Source: an optimization exercise on an open RTL-to-GDS flow (aim: small area and a short achievable clock period). Production flows keep margins and buffers that such runs may drop.
In this exercise RTL edits were held to simulation tests only and were not proved equivalent to the original.
Power and IR drop assume default switching activity.

==> flow/design.v <==
package muxbus_responder_pkg;
  typedef enum logic [1:0] {
    S_IDLE = 2'd0,
    S_LO   = 2'd1,
    S_HI   = 2'd2,
    S_DATA = 2'd3
  } state_t;
  localparam logic [7:0] OE_WRITE = 8'hFF;
  localparam logic [7:0] OE_READ  = 8'h00;
  function automatic logic in_window(input logic [15:0] addr,
                                     input logic [15:0] base,
                                     input int unsigned aw);
    in_window = ((addr >> aw) == (base >> aw));
  endfunction
endpackage
module muxbus_ram #(
  parameter int AW = 8
) (
  input  logic          clk,
  input  logic [AW-1:0] addr,
  input  logic          ld,
  input  logic          we,
  input  logic [7:0]    wdata,
  output logic [7:0]    rdata
);
  logic [7:0]   mem [256];
  logic [31:0]  lsel_n_q;
  logic [7:0]   hsel_n_q, hwe_n;
  logic [255:0] row_we, row_keep;
  logic [7:0]   grp_q [8];
  always_ff @(posedge clk) begin
    if (ld) begin
      for (int i = 0; i < 32; i++) lsel_n_q[i] <= (addr[4:0] != 5'(i));
      for (int j = 0; j < 8; j++)  hsel_n_q[j] <= (addr[7:5] != 3'(j));
    end
  end
  assign hwe_n = ~({8{we}} & ~hsel_n_q);
  for (genvar r = 0; r < 256; r++) begin : g_row
    logic [7:0] d;
    muxbus_nor2  u_we   (.a(lsel_n_q[r % 32]), .b(hwe_n[r / 32]), .y(row_we[r]));
    muxbus_inv   u_keep (.a(row_we[r]), .y(row_keep[r]));
    for (genvar b = 0; b < 8; b++) begin : g_cell
      muxbus_a22o u_d (.a1(mem[r][b]), .a2(row_keep[r]), .b1(wdata[b]), .b2(row_we[r]), .x(d[b]));
    end
    always_ff @(posedge clk) mem[r] <= d;
  end
  for (genvar b = 0; b < 8; b++) begin : g_bit
    logic [7:0] grp;
    for (genvar j = 0; j < 8; j++) begin : g_grp
      logic [31:0] col;
      for (genvar i = 0; i < 32; i++) begin : g_col
        assign col[i] = mem[32*j+i][b];
      end
      muxbus_rdgrp u_grp (.m(col), .sel_n(lsel_n_q), .gsel_n(hsel_n_q[j]), .y(grp[j]));
    end
    always_ff @(posedge clk) grp_q[b] <= grp;
    assign rdata[b] = &grp_q[b];
  end
endmodule
module muxbus_rdgrp (input logic [31:0] m, input logic [31:0] sel_n,
                     input logic gsel_n, output logic y);
  logic [15:0] pair_n;    
  logic [7:0]  quad;      
  logic [1:0]  half_n;    
  for (genvar k = 0; k < 16; k++) begin : g_pair
    muxbus_o22ai u_pair (.a1(m[2*k]), .a2(sel_n[2*k]), .b1(m[2*k+1]), .b2(sel_n[2*k+1]),
                         .y(pair_n[k]));
  end
  for (genvar q = 0; q < 8; q++) begin : g_quad
    muxbus_nor2 u_quad (.a(pair_n[2*q]), .b(pair_n[2*q+1]), .y(quad[q]));
  end
  for (genvar h = 0; h < 2; h++) begin : g_half
    muxbus_nand4 u_half (.a(quad[4*h]), .b(quad[4*h+1]), .c(quad[4*h+2]), .d(quad[4*h+3]),
                         .y(half_n[h]));
  end
  muxbus_o21bai u_out (.a1(half_n[0]), .a2(half_n[1]), .b1_n(gsel_n), .y(y));
endmodule
module muxbus_nor2 (input logic a, b, output logic y);
  assign y = ~(a | b);
endmodule
module muxbus_inv (input logic a, output logic y);
  assign y = ~a;
endmodule
module muxbus_a22o (input logic a1, a2, b1, b2, output logic x);
  assign x = (a1 & a2) | (b1 & b2);
endmodule
module muxbus_o22ai (input logic a1, a2, b1, b2, output logic y);
  assign y = ~((a1 | a2) & (b1 | b2));
endmodule
module muxbus_nand4 (input logic a, b, c, d, output logic y);
  assign y = ~(a & b & c & d);
endmodule
module muxbus_o21bai (input logic a1, a2, b1_n, output logic y);
  assign y = ~((a1 | a2) & ~b1_n);
endmodule
module muxbus_responder #(
  parameter int         MEM_AW    = 8,
  parameter logic [15:0] BASE     = 16'h0000,
  parameter logic [7:0] MISS_DATA = 8'hEA
) (
  input  logic             clk,
  input  logic             rst_n,
  input  logic             phi,
  input  logic [7:0]       addr_mux,
  input  logic [7:0]       bus_in,
  input  logic [7:0]       bus_oe_in,
  output logic [7:0]       data_out,
  output logic             data_oe,
  output logic             phase_err,
  output logic [15:0]      rd_count,
  output logic [15:0]      wr_count
);
  muxbus_responder_pkg::state_t state_q, state_d;
  logic              phi_q, fall, rise;
  logic              lo_done_q, is_wr_q, hit_q, phase_err_q, rd_data_q;
  logic              wr_pend_q;
  logic [7:0]        wdata_q, data_out_q, ram_rdata;
  logic              latch_lo, latch_hi, cycle_done, err_set;
  assign fall = phi_q & ~phi;
  assign rise = ~phi_q & phi;
  always_comb begin
    state_d    = state_q;
    latch_lo   = 1'b0;
    latch_hi   = 1'b0;
    cycle_done = 1'b0;
    err_set    = 1'b0;
    case (state_q)
      muxbus_responder_pkg::S_IDLE: if (fall) state_d = muxbus_responder_pkg::S_LO;
      muxbus_responder_pkg::S_LO: begin
        if (rise) begin
          if (!lo_done_q) begin
            err_set = 1'b1;
            state_d = muxbus_responder_pkg::S_IDLE;
          end else begin
            state_d = muxbus_responder_pkg::S_HI;
          end
        end else if (!lo_done_q) begin
          latch_lo = 1'b1;
        end
      end
      muxbus_responder_pkg::S_HI: begin
        if (fall) begin
          err_set = 1'b1;
          state_d = muxbus_responder_pkg::S_LO;
        end else begin
          latch_hi = 1'b1;
          state_d  = muxbus_responder_pkg::S_DATA;
        end
      end
      muxbus_responder_pkg::S_DATA: begin
        if (fall) begin
          cycle_done = 1'b1;
          state_d    = muxbus_responder_pkg::S_LO;
        end
      end
      default: state_d = muxbus_responder_pkg::S_IDLE;
    endcase
  end
  always_ff @(posedge clk or negedge rst_n) begin
    if (!rst_n) begin
      state_q     <= muxbus_responder_pkg::S_IDLE;
      phi_q       <= 1'b0;
      rd_data_q   <= 1'b0;
      phase_err_q <= 1'b0;
    end else begin
      state_q   <= state_d;
      phi_q     <= phi;
      rd_data_q <= (state_d == muxbus_responder_pkg::S_DATA) & ~is_wr_q;
      if (err_set) phase_err_q <= 1'b1;
    end
  end
  always_ff @(posedge clk) begin
    if (state_q != muxbus_responder_pkg::S_LO) lo_done_q <= 1'b0;
    else if (latch_lo)                         lo_done_q <= 1'b1;
    if (latch_lo) is_wr_q <= (bus_oe_in == muxbus_responder_pkg::OE_WRITE);
    if (latch_hi) begin
      wdata_q <= bus_in;
      hit_q   <= muxbus_responder_pkg::in_window({addr_mux, 8'h00}, BASE, MEM_AW);
    end
    wr_pend_q  <= cycle_done & is_wr_q & hit_q;
    data_out_q <= hit_q ? ram_rdata : MISS_DATA;
  end
  muxbus_ram #(.AW(MEM_AW)) u_ram (
    .clk   (clk),
    .addr  (MEM_AW'(addr_mux)),
    .ld    (latch_lo),
    .we    (wr_pend_q),
    .wdata (wdata_q),
    .rdata (ram_rdata)
  );
  assign data_out  = data_out_q;
  assign data_oe   = rd_data_q & phi;
  assign phase_err = phase_err_q;
  logic [15:0] rd_cnt_q, wr_cnt_q;
  always_ff @(posedge clk or negedge rst_n) begin
    if (!rst_n) begin
      rd_cnt_q <= '0;
      wr_cnt_q <= '0;
    end else if (cycle_done) begin
      if (is_wr_q) wr_cnt_q <= wr_cnt_q + 16'd1;
      else         rd_cnt_q <= rd_cnt_q + 16'd1;
    end
  end
  assign rd_count = rd_cnt_q;
  assign wr_count = wr_cnt_q;
endmodule
module muxbus_responder_top (
  input  logic        clk,
  input  logic        rst_n,
  input  logic        phi,
  input  logic [7:0]  addr_mux,
  input  logic [7:0]  bus_in,
  input  logic [7:0]  bus_oe_in,
  output logic [7:0]  data_out,
  output logic        data_oe,
  output logic        phase_err,
  output logic [15:0] rd_count,
  output logic [15:0] wr_count
);
  muxbus_responder #(
    .MEM_AW    (8),
    .BASE      (16'h0000),
    .MISS_DATA (8'hEA)
  ) u_resp (
    .clk       (clk),
    .rst_n     (rst_n),
    .phi       (phi),
    .addr_mux  (addr_mux),
    .bus_in    (bus_in),
    .bus_oe_in (bus_oe_in),
    .data_out  (data_out),
    .data_oe   (data_oe),
    .phase_err (phase_err),
    .rd_count  (rd_count),
    .wr_count  (wr_count)
  );
endmodule
Settings: LEC_CHECK=0, CAP_MARGIN=20, CORE_MARGIN=2, CORE_UTILIZATION=62, CTS_CLUSTER_DIAMETER=80, CTS_CLUSTER_SIZE=28, PLACE_DENSITY=0.72, SETUP_SLACK_MARGIN=2.75, SLEW_MARGIN=20, SYNTH_HIERARCHICAL=1; clock period 5.0 ns.
standard.sh (not shown) runs the stock make flow with config.mk's settings and CLKGATE_MAP_FILE= SYNTH_SCRIPT=/design/flow/synth_recipe.tcl, a recipe that flattens the netlist after the stock synthesis.
==> flow/flow/run.sh <==
#!/bin/bash
set -euo pipefail
bash standard.sh synth > synth.log 2>&1
bash standard.sh finish MATCH_CELL_FOOTPRINT=0 "BUFFER_PORTS_ARGS=-buffer_cell sky130_fd_sc_hd__buf_2" > layout.log 2>&1
for f in orfs/logs/*/muxbus_responder_top/base/*.log; do cp "$f" "orfs_$(basename "$f")"; done
Change:
--- a/flow/design.v
+++ b/flow/design.v
@@ -26,7 +26,8 @@
   logic [7:0]   mem [256];
   logic [31:0]  lsel_n_q;
-  logic [7:0]   hsel_n_q, hwe_n;
+  logic [31:0]  lsel;
+  logic [7:0]   hsel_n_q, hwe_n, hwe;
   logic [255:0] row_we, row_keep;
-  logic [7:0]   grp_q [8];
+  logic [7:0]   grp_n_q [8];
   always_ff @(posedge clk) begin
     if (ld) begin
@@ -36,8 +37,10 @@
   end
   assign hwe_n = ~({8{we}} & ~hsel_n_q);
+  assign hwe   = {8{we}} & ~hsel_n_q;
+  assign lsel  = ~lsel_n_q;
   for (genvar r = 0; r < 256; r++) begin : g_row
     logic [7:0] d;
     muxbus_nor2  u_we   (.a(lsel_n_q[r % 32]), .b(hwe_n[r / 32]), .y(row_we[r]));
-    muxbus_inv   u_keep (.a(row_we[r]), .y(row_keep[r]));
+    muxbus_nand2 u_keep (.a(lsel[r % 32]),     .b(hwe[r / 32]),   .y(row_keep[r]));
     for (genvar b = 0; b < 8; b++) begin : g_cell
       muxbus_a22o u_d (.a1(mem[r][b]), .a2(row_keep[r]), .b1(wdata[b]), .b2(row_we[r]), .x(d[b]));
@@ -46,5 +49,5 @@
   end
   for (genvar b = 0; b < 8; b++) begin : g_bit
-    logic [7:0] grp;
+    logic [7:0] grp_n;
     for (genvar j = 0; j < 8; j++) begin : g_grp
       logic [31:0] col;
@@ -52,45 +55,30 @@
         assign col[i] = mem[32*j+i][b];
       end
-      muxbus_rdgrp u_grp (.m(col), .sel_n(lsel_n_q), .gsel_n(hsel_n_q[j]), .y(grp[j]));
-    end
-    always_ff @(posedge clk) grp_q[b] <= grp;
-    assign rdata[b] = &grp_q[b];
+      muxbus_rdgrp u_grp (.m(col), .sel_n(lsel_n_q), .gsel_n(hsel_n_q[j]), .y_n(grp_n[j]));
+    end
+    always_ff @(posedge clk) grp_n_q[b] <= grp_n;
+    assign rdata[b] = ~|grp_n_q[b];
   end
 endmodule
 module muxbus_rdgrp (input logic [31:0] m, input logic [31:0] sel_n,
-                     input logic gsel_n, output logic y);
-  logic [15:0] pair_n;    
-  logic [7:0]  quad;      
-  logic [1:0]  half_n;    
-  for (genvar k = 0; k < 16; k++) begin : g_pair
-    muxbus_o22ai u_pair (.a1(m[2*k]), .a2(sel_n[2*k]), .b1(m[2*k+1]), .b2(sel_n[2*k+1]),
-                         .y(pair_n[k]));
-  end
-  for (genvar q = 0; q < 8; q++) begin : g_quad
-    muxbus_nor2 u_quad (.a(pair_n[2*q]), .b(pair_n[2*q+1]), .y(quad[q]));
-  end
-  for (genvar h = 0; h < 2; h++) begin : g_half
-    muxbus_nand4 u_half (.a(quad[4*h]), .b(quad[4*h+1]), .c(quad[4*h+2]), .d(quad[4*h+3]),
-                         .y(half_n[h]));
-  end
-  muxbus_o21bai u_out (.a1(half_n[0]), .a2(half_n[1]), .b1_n(gsel_n), .y(y));
+                     input logic gsel_n, output logic y_n);
+  logic [15:0] pair_n;
+  logic [3:0]  quad;
+  always_comb begin
+    for (int k = 0; k < 16; k++)
+      pair_n[k] = ~((m[2*k] | sel_n[2*k]) & (m[2*k+1] | sel_n[2*k+1]));
+    for (int q = 0; q < 4; q++)
+      quad[q] = ~(pair_n[4*q] | pair_n[4*q+1] | pair_n[4*q+2] | pair_n[4*q+3]);
+    y_n = ~((&quad) | gsel_n);
+  end
 endmodule
 module muxbus_nor2 (input logic a, b, output logic y);
   assign y = ~(a | b);
 endmodule
-module muxbus_inv (input logic a, output logic y);
-  assign y = ~a;
+module muxbus_nand2 (input logic a, b, output logic y);
+  assign y = ~(a & b);
 endmodule
 module muxbus_a22o (input logic a1, a2, b1, b2, output logic x);
   assign x = (a1 & a2) | (b1 & b2);
-endmodule
-module muxbus_o22ai (input logic a1, a2, b1, b2, output logic y);
-  assign y = ~((a1 | a2) & (b1 | b2));
-endmodule
-module muxbus_nand4 (input logic a, b, c, d, output logic y);
-  assign y = ~(a & b & c & d);
-endmodule
-module muxbus_o21bai (input logic a1, a2, b1_n, output logic y);
-  assign y = ~((a1 | a2) & ~b1_n);
 endmodule
 module muxbus_responder #(
Result: The new run completed without violations. Setup slack is worse by 0.024 ns. Worst hold slack is worse by 0.023 ns. Total power grows by 1.1%. Utilization grows by 0.70 points. Register-to-register slack is worse by 0.02 ns. Design area shrinks by 0.42%. Global-route usage grows by 6.3 points.

[static timing again, ports no longer ideal]
The flow's constraints put no driver on any port. The routed layouts listed below were extracted and timed again, unchanged, in two steps. Step 1: set_driving_cell puts a clkbuf_16 on clk and a buf_2 on each other input, an assumption about the parent block. Step 2 adds t to the input delays and takes it off the output delays; t is the mean of the earliest and latest rising clock arrival at the registers after step 1. Input paths then give back, and output paths get back, about the clock's delay inside the block. a / b / c = ideal / step 1 / step 2; a / b = the first two.
| run | t (ns) | setup WS [ns] | slew at the worst register clock pin (ns) | worst slew at a driven data input, ns | cell pins on the clock port's net |
|---|---|---|---|---|---|
| the first run | 0.794 | 2.612 / 2.564 / 2.595 | 0.11 / 0.11 | 0.18 | 1 |
| the second run | 0.808 | 2.588 / 2.554 / 2.403 | 0.11 / 0.11 | 0.04 | 1 |
After both steps setup and hold are still met in every run listed. The setup slack of the second run, which loses most, moves by -0.034 ns with the drivers and by -0.185 ns with both steps.
